Source: an optimization exercise on an open RTL-to-GDS flow (aim: small area, a short achievable clock period and few clock cycles). Production flows keep margins and buffers that such runs may drop. The RTL was checked by simulation tests, not by an equivalence proof against the original design. No activity file was given, so power comes from the tool's default toggle rates.

$ cat design/flow/design.v
package udp_bridge_pkg;
	typedef logic [63:0] stream_data_t;
	typedef logic [7:0]  stream_keep_t;
	typedef logic [47:0] mac_addr_t;
	typedef logic [31:0] ip_addr_t;
	typedef logic [15:0] udp_port_t;
	typedef enum logic [1:0] {
		RX_IDLE,                            
		RX_PASS,                            
		RX_DROP                             
	} rx_state_e;
	typedef enum logic {
		TX_IDLE,                            
		TX_DATA                             
	} tx_state_e;
	localparam mac_addr_t DEF_LOCAL_MAC  = 48'hba0203040506;
	localparam ip_addr_t  DEF_LOCAL_IP   = 32'hc0a8006f;     
	localparam ip_addr_t  DEF_BCAST_IP   = 32'hc0a800ff;     
	localparam udp_port_t DEF_LOCAL_PORT = 16'd10086;        
	localparam mac_addr_t BCAST_MAC      = 48'hffffffffffff;
endpackage
`timescale 1ns/100ps
module async_stream_fifo #(
	parameter int ADDR_WIDTH = 4
) (
	input  logic                         wr_clk,
	input  logic                         rd_clk,
	input  logic                         rst_n,
	input  logic                         s_tvalid,
	input  udp_bridge_pkg::stream_data_t s_tdata,
	input  udp_bridge_pkg::stream_keep_t s_tkeep,
	input  logic                         s_tlast,
	output logic                         s_tready,
	output logic                         m_tvalid,
	output udp_bridge_pkg::stream_data_t m_tdata,
	output udp_bridge_pkg::stream_keep_t m_tkeep,
	output logic                         m_tlast,
	input  logic                         m_tready
);
	localparam int DEPTH = 1 << ADDR_WIDTH;
	localparam int PTR_W = ADDR_WIDTH + 1;     
	udp_bridge_pkg::stream_data_t mem_data [0:DEPTH-1];
	udp_bridge_pkg::stream_keep_t mem_keep [0:DEPTH-1];
	logic         mem_last [0:DEPTH-1];
	logic [PTR_W-1:0] wr_bin;
	logic [PTR_W-1:0] wr_gray;
	logic [PTR_W-1:0] wr_bin_next;
	logic [PTR_W-1:0] wr_gray_next;
	logic [PTR_W-1:0] rd_bin;
	logic [PTR_W-1:0] rd_gray;
	logic [PTR_W-1:0] rd_bin_next;
	logic [PTR_W-1:0] rd_gray_next;
	logic [PTR_W-1:0] rd_gray_sync1;           
	logic [PTR_W-1:0] rd_gray_sync2;
	logic [PTR_W-1:0] wr_gray_sync1;           
	logic [PTR_W-1:0] wr_gray_sync2;
	logic full;
	logic empty;
	logic push;
	logic pop;
	assign push         = s_tvalid && s_tready;
	assign wr_bin_next  = wr_bin + PTR_W'(push);
	assign wr_gray_next = (wr_bin_next >> 1) ^ wr_bin_next;
	assign full     = (wr_gray ^ rd_gray_sync2) == {2'b11, {(PTR_W-2){1'b0}}};
	assign s_tready = !full;
	always_ff @(posedge wr_clk or negedge rst_n) begin
		if (!rst_n) begin
			wr_bin  <= '0;
			wr_gray <= '0;
		end else begin
			wr_bin  <= wr_bin_next;
			wr_gray <= wr_gray_next;
		end
	end
	always_ff @(posedge wr_clk) begin
		if (push) begin
			mem_data[wr_bin[ADDR_WIDTH-1:0]] <= s_tdata;
			mem_keep[wr_bin[ADDR_WIDTH-1:0]] <= s_tkeep;
			mem_last[wr_bin[ADDR_WIDTH-1:0]] <= s_tlast;
		end
	end
	always_ff @(posedge wr_clk or negedge rst_n) begin
		if (!rst_n) begin
			rd_gray_sync1 <= '0;
			rd_gray_sync2 <= '0;
		end else begin
			rd_gray_sync1 <= rd_gray;
			rd_gray_sync2 <= rd_gray_sync1;
		end
	end
	assign pop          = m_tvalid && m_tready;
	assign rd_bin_next  = rd_bin + PTR_W'(pop);
	assign rd_gray_next = (rd_bin_next >> 1) ^ rd_bin_next;
	assign empty    = rd_gray == wr_gray_sync2;
	assign m_tvalid = !empty;
	assign m_tdata  = mem_data[rd_bin[ADDR_WIDTH-1:0]];
	assign m_tkeep  = mem_keep[rd_bin[ADDR_WIDTH-1:0]];
	assign m_tlast  = mem_last[rd_bin[ADDR_WIDTH-1:0]];
	always_ff @(posedge rd_clk or negedge rst_n) begin
		if (!rst_n) begin
			rd_bin  <= '0;
			rd_gray <= '0;
		end else begin
			rd_bin  <= rd_bin_next;
			rd_gray <= rd_gray_next;
		end
	end
	always_ff @(posedge rd_clk or negedge rst_n) begin
		if (!rst_n) begin
			wr_gray_sync1 <= '0;
			wr_gray_sync2 <= '0;
		end else begin
			wr_gray_sync1 <= wr_gray;
			wr_gray_sync2 <= wr_gray_sync1;
		end
	end
endmodule
`timescale 1ns/100ps
module udp_rx_filter #(
	parameter udp_bridge_pkg::ip_addr_t  LOCAL_IP   = udp_bridge_pkg::DEF_LOCAL_IP,
	parameter udp_bridge_pkg::ip_addr_t  BCAST_IP   = udp_bridge_pkg::DEF_BCAST_IP,
	parameter udp_bridge_pkg::udp_port_t LOCAL_PORT = udp_bridge_pkg::DEF_LOCAL_PORT
) (
	input  logic                         udp_clk,
	input  logic                         rst_n,
	input  logic                         udp_rx_tvalid,
	input  logic                         udp_rx_tlast,
	input  udp_bridge_pkg::stream_keep_t udp_rx_tkeep,
	input  udp_bridge_pkg::stream_data_t udp_rx_tdata,
	input  udp_bridge_pkg::mac_addr_t    udp_rx_mac_src,
	input  udp_bridge_pkg::ip_addr_t     udp_rx_ip_src,
	input  udp_bridge_pkg::ip_addr_t     udp_rx_ip_dest,
	input  udp_bridge_pkg::udp_port_t    udp_rx_port_src,
	input  udp_bridge_pkg::udp_port_t    udp_rx_port_dest,
	output logic                         udp_rx_tready,
	output logic                         fifo_tvalid,
	output udp_bridge_pkg::stream_data_t fifo_tdata,
	output udp_bridge_pkg::stream_keep_t fifo_tkeep,
	output logic                         fifo_tlast,
	input  logic                         fifo_tready,
	output udp_bridge_pkg::mac_addr_t    peer_mac,
	output udp_bridge_pkg::ip_addr_t     peer_ip,
	output udp_bridge_pkg::udp_port_t    peer_port,
	output logic                         peer_valid
);
	udp_bridge_pkg::rx_state_e state;
	udp_bridge_pkg::rx_state_e state_next;
	logic accept;
	logic pass_beat;
	logic xfer;
	logic mid_packet;     
	assign accept = (udp_rx_port_dest == LOCAL_PORT) &&
	                ((udp_rx_ip_dest == LOCAL_IP) || (udp_rx_ip_dest == BCAST_IP));
	assign pass_beat = (state == udp_bridge_pkg::RX_PASS) || ((state == udp_bridge_pkg::RX_IDLE) && accept);
	assign fifo_tvalid   = udp_rx_tvalid && pass_beat;
	assign fifo_tdata    = udp_rx_tdata;
	assign fifo_tkeep    = udp_rx_tkeep;
	assign fifo_tlast    = udp_rx_tlast;
	assign udp_rx_tready = pass_beat ? fifo_tready : 1'b1;     
	assign xfer = udp_rx_tvalid && udp_rx_tready;
	always_comb begin
		state_next = state;
		case (state)
			udp_bridge_pkg::RX_IDLE: begin
				if (xfer && !udp_rx_tlast)
					state_next = accept ? udp_bridge_pkg::RX_PASS : udp_bridge_pkg::RX_DROP;
			end
			udp_bridge_pkg::RX_PASS, udp_bridge_pkg::RX_DROP: begin
				if (xfer && udp_rx_tlast)
					state_next = udp_bridge_pkg::RX_IDLE;
			end
			default: state_next = udp_bridge_pkg::RX_IDLE;
		endcase
	end
	always_ff @(posedge udp_clk or negedge rst_n) begin
		if (!rst_n) begin
			state      <= udp_bridge_pkg::RX_IDLE;
			peer_valid <= 1'b0;
		end else begin
			state <= state_next;
			if (state == udp_bridge_pkg::RX_IDLE && xfer && accept)
				peer_valid <= 1'b1;
		end
	end
	always_ff @(posedge udp_clk) begin
		if (state == udp_bridge_pkg::RX_IDLE && xfer && accept) begin
			peer_mac  <= udp_rx_mac_src;
			peer_ip   <= udp_rx_ip_src;
			peer_port <= udp_rx_port_src;
		end
	end
	always_ff @(posedge udp_clk or negedge rst_n) begin
		if (!rst_n)
			mid_packet <= 1'b0;
		else if (xfer)
			mid_packet <= !udp_rx_tlast;
	end
endmodule
`timescale 1ns/100ps
module udp_tx_framer #(
	parameter udp_bridge_pkg::mac_addr_t LOCAL_MAC  = udp_bridge_pkg::DEF_LOCAL_MAC,
	parameter udp_bridge_pkg::ip_addr_t  LOCAL_IP   = udp_bridge_pkg::DEF_LOCAL_IP,
	parameter udp_bridge_pkg::ip_addr_t  BCAST_IP   = udp_bridge_pkg::DEF_BCAST_IP,
	parameter udp_bridge_pkg::udp_port_t LOCAL_PORT = udp_bridge_pkg::DEF_LOCAL_PORT
) (
	input  logic                         udp_clk,
	input  logic                         rst_n,
	input  logic                         fifo_tvalid,
	input  udp_bridge_pkg::stream_data_t fifo_tdata,
	input  udp_bridge_pkg::stream_keep_t fifo_tkeep,
	input  logic                         fifo_tlast,
	output logic                         fifo_tready,
	input  udp_bridge_pkg::mac_addr_t    peer_mac,
	input  udp_bridge_pkg::ip_addr_t     peer_ip,
	input  udp_bridge_pkg::udp_port_t    peer_port,
	input  logic                         peer_valid,
	output logic                         udp_tx_tvalid,
	output logic                         udp_tx_tlast,
	output udp_bridge_pkg::stream_keep_t udp_tx_tkeep,
	output udp_bridge_pkg::stream_data_t udp_tx_tdata,
	output udp_bridge_pkg::mac_addr_t    udp_tx_mac_src,
	output udp_bridge_pkg::mac_addr_t    udp_tx_mac_dest,
	output udp_bridge_pkg::ip_addr_t     udp_tx_ip_src,
	output udp_bridge_pkg::ip_addr_t     udp_tx_ip_dest,
	output udp_bridge_pkg::udp_port_t    udp_tx_port_src,
	output udp_bridge_pkg::udp_port_t    udp_tx_port_dest,
	input  logic                         udp_tx_tready
);
	udp_bridge_pkg::tx_state_e state;
	udp_bridge_pkg::mac_addr_t dest_mac_sel;
	udp_bridge_pkg::ip_addr_t  dest_ip_sel;
	udp_bridge_pkg::udp_port_t dest_port_sel;
	udp_bridge_pkg::mac_addr_t hdr_mac;
	udp_bridge_pkg::ip_addr_t  hdr_ip;
	udp_bridge_pkg::udp_port_t hdr_port;
	assign udp_tx_tvalid = fifo_tvalid;
	assign udp_tx_tlast  = fifo_tlast;
	assign udp_tx_tkeep  = fifo_tkeep;
	assign udp_tx_tdata  = fifo_tdata;
	assign fifo_tready   = udp_tx_tready;
	assign dest_mac_sel  = peer_valid ? peer_mac  : udp_bridge_pkg::BCAST_MAC;
	assign dest_ip_sel   = peer_valid ? peer_ip   : BCAST_IP;
	assign dest_port_sel = peer_valid ? peer_port : LOCAL_PORT;
	assign udp_tx_mac_src   = LOCAL_MAC;
	assign udp_tx_ip_src    = LOCAL_IP;
	assign udp_tx_port_src  = LOCAL_PORT;
	assign udp_tx_mac_dest  = (state == udp_bridge_pkg::TX_IDLE) ? dest_mac_sel  : hdr_mac;
	assign udp_tx_ip_dest   = (state == udp_bridge_pkg::TX_IDLE) ? dest_ip_sel   : hdr_ip;
	assign udp_tx_port_dest = (state == udp_bridge_pkg::TX_IDLE) ? dest_port_sel : hdr_port;
	always_ff @(posedge udp_clk or negedge rst_n) begin
		if (!rst_n) begin
			state <= udp_bridge_pkg::TX_IDLE;
		end else begin
			case (state)
				udp_bridge_pkg::TX_IDLE: begin
					if (fifo_tvalid && !(udp_tx_tready && fifo_tlast))
						state <= udp_bridge_pkg::TX_DATA;     
				end
				udp_bridge_pkg::TX_DATA: begin
					if (fifo_tvalid && udp_tx_tready && fifo_tlast)
						state <= udp_bridge_pkg::TX_IDLE;
				end
				default: state <= udp_bridge_pkg::TX_IDLE;
			endcase
		end
	end
	always_ff @(posedge udp_clk) begin
		if (state == udp_bridge_pkg::TX_IDLE && fifo_tvalid) begin
			hdr_mac  <= dest_mac_sel;
			hdr_ip   <= dest_ip_sel;
			hdr_port <= dest_port_sel;
		end
	end
endmodule
`timescale 1ns/100ps
module udp_bridge_top #(
	parameter udp_bridge_pkg::mac_addr_t LOCAL_MAC       = udp_bridge_pkg::DEF_LOCAL_MAC,
	parameter udp_bridge_pkg::ip_addr_t  LOCAL_IP        = udp_bridge_pkg::DEF_LOCAL_IP,
	parameter udp_bridge_pkg::ip_addr_t  BCAST_IP        = udp_bridge_pkg::DEF_BCAST_IP,
	parameter udp_bridge_pkg::udp_port_t LOCAL_PORT      = udp_bridge_pkg::DEF_LOCAL_PORT,
	parameter int                        FIFO_ADDR_WIDTH = 4
) (
	input  logic                         clk,                 
	input  logic                         rst_n,
	input  logic                         tx_axis_tvalid,      
	output logic                         tx_axis_tready,
	input  udp_bridge_pkg::stream_data_t tx_axis_tdata,
	input  udp_bridge_pkg::stream_keep_t tx_axis_tkeep,
	input  logic                         tx_axis_tlast,
	output logic                         rx_axis_tvalid,      
	input  logic                         rx_axis_tready,
	output udp_bridge_pkg::stream_data_t rx_axis_tdata,
	output udp_bridge_pkg::stream_keep_t rx_axis_tkeep,
	output logic                         rx_axis_tlast,
	output logic                         udp_tx_tvalid,       
	output logic                         udp_tx_tlast,
	output udp_bridge_pkg::stream_keep_t udp_tx_tkeep,
	output udp_bridge_pkg::stream_data_t udp_tx_tdata,
	output udp_bridge_pkg::mac_addr_t    udp_tx_mac_src,
	output udp_bridge_pkg::mac_addr_t    udp_tx_mac_dest,
	output udp_bridge_pkg::ip_addr_t     udp_tx_ip_src,
	output udp_bridge_pkg::ip_addr_t     udp_tx_ip_dest,
	output udp_bridge_pkg::udp_port_t    udp_tx_port_src,
	output udp_bridge_pkg::udp_port_t    udp_tx_port_dest,
	input  logic                         udp_tx_tready,
	input  logic                         udp_rx_tvalid,       
	input  logic                         udp_rx_tlast,
	input  udp_bridge_pkg::stream_keep_t udp_rx_tkeep,
	input  udp_bridge_pkg::stream_data_t udp_rx_tdata,
	input  udp_bridge_pkg::mac_addr_t    udp_rx_mac_src,
	input  udp_bridge_pkg::ip_addr_t     udp_rx_ip_src,
	input  udp_bridge_pkg::ip_addr_t     udp_rx_ip_dest,
	input  udp_bridge_pkg::udp_port_t    udp_rx_port_src,
	input  udp_bridge_pkg::udp_port_t    udp_rx_port_dest,
	output logic                         udp_rx_tready
);
	logic         rx_fifo_tvalid;
	logic         rx_fifo_tready;
	udp_bridge_pkg::stream_data_t rx_fifo_tdata;
	udp_bridge_pkg::stream_keep_t rx_fifo_tkeep;
	logic         rx_fifo_tlast;
	logic         tx_fifo_tvalid;
	logic         tx_fifo_tready;
	udp_bridge_pkg::stream_data_t tx_fifo_tdata;
	udp_bridge_pkg::stream_keep_t tx_fifo_tkeep;
	logic         tx_fifo_tlast;
	udp_bridge_pkg::mac_addr_t    peer_mac;
	udp_bridge_pkg::ip_addr_t     peer_ip;
	udp_bridge_pkg::udp_port_t    peer_port;
	logic         peer_valid;
	udp_rx_filter #(
		.LOCAL_IP   (LOCAL_IP),
		.BCAST_IP   (BCAST_IP),
		.LOCAL_PORT (LOCAL_PORT)
	) rx_filter0 (
		.udp_clk          (clk),
		.rst_n            (rst_n),
		.udp_rx_tvalid    (udp_rx_tvalid),
		.udp_rx_tlast     (udp_rx_tlast),
		.udp_rx_tkeep     (udp_rx_tkeep),
		.udp_rx_tdata     (udp_rx_tdata),
		.udp_rx_mac_src   (udp_rx_mac_src),
		.udp_rx_ip_src    (udp_rx_ip_src),
		.udp_rx_ip_dest   (udp_rx_ip_dest),
		.udp_rx_port_src  (udp_rx_port_src),
		.udp_rx_port_dest (udp_rx_port_dest),
		.udp_rx_tready    (udp_rx_tready),
		.fifo_tvalid      (rx_fifo_tvalid),
		.fifo_tdata       (rx_fifo_tdata),
		.fifo_tkeep       (rx_fifo_tkeep),
		.fifo_tlast       (rx_fifo_tlast),
		.fifo_tready      (rx_fifo_tready),
		.peer_mac         (peer_mac),
		.peer_ip          (peer_ip),
		.peer_port        (peer_port),
		.peer_valid       (peer_valid)
	);
	async_stream_fifo #(
		.ADDR_WIDTH (FIFO_ADDR_WIDTH)
	) rx_fifo0 (
		.wr_clk   (clk),
		.rd_clk   (clk),
		.rst_n    (rst_n),
		.s_tvalid (rx_fifo_tvalid),
		.s_tdata  (rx_fifo_tdata),
		.s_tkeep  (rx_fifo_tkeep),
		.s_tlast  (rx_fifo_tlast),
		.s_tready (rx_fifo_tready),
		.m_tvalid (rx_axis_tvalid),
		.m_tdata  (rx_axis_tdata),
		.m_tkeep  (rx_axis_tkeep),
		.m_tlast  (rx_axis_tlast),
		.m_tready (rx_axis_tready)
	);
	async_stream_fifo #(
		.ADDR_WIDTH (FIFO_ADDR_WIDTH)
	) tx_fifo0 (
		.wr_clk   (clk),
		.rd_clk   (clk),
		.rst_n    (rst_n),
		.s_tvalid (tx_axis_tvalid),
		.s_tdata  (tx_axis_tdata),
		.s_tkeep  (tx_axis_tkeep),
		.s_tlast  (tx_axis_tlast),
		.s_tready (tx_axis_tready),
		.m_tvalid (tx_fifo_tvalid),
		.m_tdata  (tx_fifo_tdata),
		.m_tkeep  (tx_fifo_tkeep),
		.m_tlast  (tx_fifo_tlast),
		.m_tready (tx_fifo_tready)
	);
	udp_tx_framer #(
		.LOCAL_MAC  (LOCAL_MAC),
		.LOCAL_IP   (LOCAL_IP),
		.BCAST_IP   (BCAST_IP),
		.LOCAL_PORT (LOCAL_PORT)
	) tx_framer0 (
		.udp_clk          (clk),
		.rst_n            (rst_n),
		.fifo_tvalid      (tx_fifo_tvalid),
		.fifo_tdata       (tx_fifo_tdata),
		.fifo_tkeep       (tx_fifo_tkeep),
		.fifo_tlast       (tx_fifo_tlast),
		.fifo_tready      (tx_fifo_tready),
		.peer_mac         (peer_mac),
		.peer_ip          (peer_ip),
		.peer_port        (peer_port),
		.peer_valid       (peer_valid),
		.udp_tx_tvalid    (udp_tx_tvalid),
		.udp_tx_tlast     (udp_tx_tlast),
		.udp_tx_tkeep     (udp_tx_tkeep),
		.udp_tx_tdata     (udp_tx_tdata),
		.udp_tx_mac_src   (udp_tx_mac_src),
		.udp_tx_mac_dest  (udp_tx_mac_dest),
		.udp_tx_ip_src    (udp_tx_ip_src),
		.udp_tx_ip_dest   (udp_tx_ip_dest),
		.udp_tx_port_src  (udp_tx_port_src),
		.udp_tx_port_dest (udp_tx_port_dest),
		.udp_tx_tready    (udp_tx_tready)
	);
endmodule
$ cat design/flow/run.sh
#!/bin/bash
# synth_recipe.tcl (not shown) runs the flow's synth.tcl, then flattens the netlist and writes it again
# the make line also repeats each setting of config.mk as NAME=value (left out here)
make -C /OpenROAD-flow-scripts/flow DESIGN_CONFIG=/design/flow/config.mk WORK_HOME=/design/flow/orfs CLKGATE_MAP_FILE= SYNTH_SCRIPT=/design/flow/synth_recipe.tcl finish
$ cat design/flow/config.mk
export PLATFORM = sky130hd
export DESIGN_NAME = udp_bridge_top
export DESIGN_NICKNAME = udp_bridge_top
export VERILOG_FILES = /design/flow/design.v
export SDC_FILE = /design/flow/constraint.sdc
export NUM_CORES = 4
export LEC_CHECK = 0
export CAP_MARGIN = 20
export CORE_MARGIN = 2
export CORE_UTILIZATION = 40
export SLEW_MARGIN = 20
$ cat design/flow/constraint.sdc
create_clock -name core_clock -period 5.0 [get_ports {clk}]
set_input_delay 1.0000 -clock core_clock [delete_from_list [all_inputs] [get_ports {clk}]]
set_output_delay 1.0000 -clock core_clock [all_outputs]
set_load 0.01 [all_outputs]
==> results.yml <==
logic_synthesis:
  synth-compound-area-share: 0.00119
  synth_mux_area_frac: 0.177
  yosys.area.top_type: "edfxtp_1"
  synth_xor_area_frac: 0.00433
  yosys.area_share.simple: 0.0124
  ys_top_cells_by_area: "edfxtp_1, mux4_2, dfrtp_1"
  ys_ff_latch: 2608
  synthArstFlopShare: 0.0307
  syn_avg_cell_area_um2: 24.7
  synthCells: 4011
  synthDominantCellAreaShare: 0.766
  ys_types: 42
  synth_ff_type: "edfxtp_1"
  synth_top_family_by_area: "multiplexers"
  ys_seq_area_frac: 0.786
  synth_warnings: 3
  netlist_area_um2: 99200
  synth_fa_ha_area_frac: 0.00126
  synth_edf_count: 2528
power_and_ir_drop:
  p_int_uw: 47200
  p_sw_frac: 0.276
  ir_worst_vdd_uv: 400
  seqPwrFrac: 0.403
  leakage_uw: 0.0372
  p_per_area_nw_per_um2: 548
  pwr-share-clk: 0.318
  pwr-share-comb: 0.279
  total_power_uw: 65200
  p_sw_uw: 18000
timing:
  max_slew_margin: 0.393
  rsz0062_at_grt: "no"
  tightest_slew_ns: 0.910
  layout_setup_ws_ns: 0.234
  period_share: 0.953
  setup_viol: 0
  skew_ns: 0.0780
  final.min_clock_period_ns: 4.77
  slew_viol_final: 0
  hold_viol: 0
  fmax_mhz: 210
clock_network:
  clock_latency_ns: 0.92
  cts-buffers-inserted: 295
  clockRootBuffer: "clkbuf_16"
  cts_tree: "yes"
  cts_buffer_depth: 4
  cts_resized: 0
  clk_pin_slew_worst_paths_ns: 0.06
  clock_sinks: 2608
  htreeDepth: 5
  cts_setup_buffers: 0
  cts_hold_buf: 0
flow_run:
  maxCapViolCount: 0
grt:
  grt_pass1_vias: 46700
  grt_max_degree: 97
  antenna_found_initial: 47
  track_usage: 0.182
  grt_pass1_wl_um: 331000
  grt-ovfl-total: 0
floorplan:
  core.rowCount: 182
  io_pins: 638
  die_w_um: 502
  core_um2: 246000
  die-area_um2: 252000
  die_h_um: 502
  initial_core_util: 0.403
finish:
  layout_commonest_cell: "edfxtp_1"
  nets: 5091
  drive_gt1_frac: 0.283
  fin_util: 0.483
  fin_cells: 8317
  syn2layout_area_growth_pct: 19.9
  final_cell_mix: "edfxtp_1, mux4_2, clkdlybuf4s50_1"
  final_area_um2: 119000
  fillers: 19700
setup_path:
  timing.rr.end: "tx_fifo0.mem_data[10][29]"
  critPathMaxFanout: 43
  cp.required_ns: 4.00
  start_kind: "flip-flop"
  rrSetupSlack_ns: 1.91
  worstSetupPathType: "flip-flop to output pin"
  cp.arrival_ns: 3.77
  end_kind: "output pin"
  regToRegStartpoint: "tx_fifo0.rd_gray_sync2[3]"
  worst-r2r-cell-count: 6
route:
  via_per_inst: 5.35
  ant_nets: 0
  wl_um: 231000
  initialDrtViolationCount: 3550
  wl_per_cell_um: 27.8
  drtPass1Iterations: 5
  via_count: 44500
  route.detailed.drc: 0
worst_hold_path:
  hold_class: "primary input to async pin"
place:
  postPlaceCellArea_um2: 110000
  place_hpwl_um: 128000
  io_buffers: 541
  place_congestion: 0.742
  dp_slack_ns: 0.644
  placed_cells: 7800
run_status:
  outcome: "complete, no violations"
-- sequential cells by signal (all words and copies together) (netlist names), 16 cells and up --
name,cells
rx_fifo0.mem_data,1024
tx_fifo0.mem_data,1024
rx_fifo0.mem_keep,128
tx_fifo0.mem_keep,128
rx_filter0.peer_mac,48
tx_framer0.hdr_mac,48
rx_filter0.peer_ip,32
tx_framer0.hdr_ip,32
rx_fifo0.mem_last,16
rx_filter0.peer_port,16
tx_fifo0.mem_last,16
tx_framer0.hdr_port,16
-- layout make-up --
cell class,count,area (µm²),share of cell area
flip-flops and latches,2608,77900,0.656
multi-input cells,1200,20100,0.169
clock buffers,353,7770,0.0653
repair buffers,671,7390,0.0622
well taps,3312,4140,0.0349
clock inverters,152,1440,0.0121
inverters,9,33.8,0.000284
diodes,12,30.0,0.000253
-- metal layers --
metal,wire [µm],global-route usage
met5,301,0
met4,6030,0.0520
met3,15600,0.0442
met2,117000,0.306
met1,92700,0.235
-- cells by family (layout without fill, tap and decap cells) --
family | Yosys count | count (layout)
DFF | 2608 | 2608
muxes | 826 | 826
buffers and inverters | 297 | 1185
and+or+nand+nor | 200 | 200
xor gates and xnor gates | 49 | 49
AOI/OAI and AO/OA | 19 | 19
adders and majority gates | 10 | 10
other | 2 | 108
-- worst max path at each step --
stage / start / to / slack, ns
floorplan: tx_axis_tvalid / tx_fifo0.mem_data[12][0] / -0.44
global placement: udp_rx_ip_dest[8] / rx_fifo0.mem_data[0][50] / 0.59
detailed placement: udp_rx_ip_dest[8] / rx_fifo0.mem_data[0][12] / 0.64
CTS: rx_fifo0.rd_bin[0] / rx_axis_tdata[20] / 0.10
global route: tx_fifo0.rd_bin[0] / udp_tx_tdata[23] / 0.05
finish: rx_fifo0.rd_bin[0] / rx_axis_tdata[20] / 0.23
-- Yosys cell counts (2+ instances only) --
cell type,n
nor2b_1,2
o21ai_0,3
nor2_1,17
ha_1,10
conb_1,2
nor3_1,17
nor4b_1,8
dfrtp_1,80
o22ai_1,2
nand3_1,14
buf_1,22
edfxtp_1,2528
inv_1,9
nand3b_1,2
a21oi_1,7
nand2_1,5
buf_4,137
and2_1,30
xnor2_1,22
nor4bb_1,5
mux2_2,96
and4b_1,5
buf_2,17
mux4_2,729
nand4_1,6
clkbuf_1,89
nand2b_1,76
xor2_1,27
buf_6,23
nor4_1,9
-- through the flow --
stage	TNS, ns	hold WS [ns]
after floorplan	-126.27	0.331
after global placement	0	0.333
after detailed placement	0	0.335
after CTS	0	0.0281
after global routing	0	0.0692
final	0	0.0745
-- power groups by stage --
stage / combinational, µW / sequential, µW / clock (µW)
detailed placement: 18600 / 26800 / 0
CTS: 18600 / 26300 / 21300
finish: 18200 / 26300 / 20700
floorplan: 11500 / 26200 / 0
global route: 19300 / 26400 / 22100
global placement: 18600 / 26700 / 0
-- critical path, stage by stage (launching register included) --
cell and delay [ns]:
dfrtp_4 0.56, buf_12 0.25, buf_12 0.35, mux4_2 0.57
mux4_2 0.57, clkdlybuf4s50_1 0.53
Testbench counts, summed over its fixed seeds: cycles 8,002.

==> re-timing with driven ports <==
The flow's constraints put no driver on any port. The routed layout listed below was extracted and timed again, unchanged, in two steps.
Step 1 (the two cells are an assumption about what drives the block):
set clk [get_ports {clk}]
set_driving_cell -lib_cell sky130_fd_sc_hd__clkbuf_16 $clk
set_driving_cell -lib_cell sky130_fd_sc_hd__buf_2 [delete_from_list [all_inputs] $clk]
Step 2 also shifts input and output timing later by t, the mid clock arrival at the registers, as if the neighbouring blocks saw the same clock.
Three values: ideal ports, drivers, drivers and shift; two values: the first two.
t, ns: 0.968
setup slack, ns: 0.234 / 0.144 / 0.658
worst slew at a driven data input, ns: 0.18
After both steps this run still meets setup and hold. For this run, drivers alone change the setup slack by -0.090 ns; drivers and shift together by +0.424 ns.
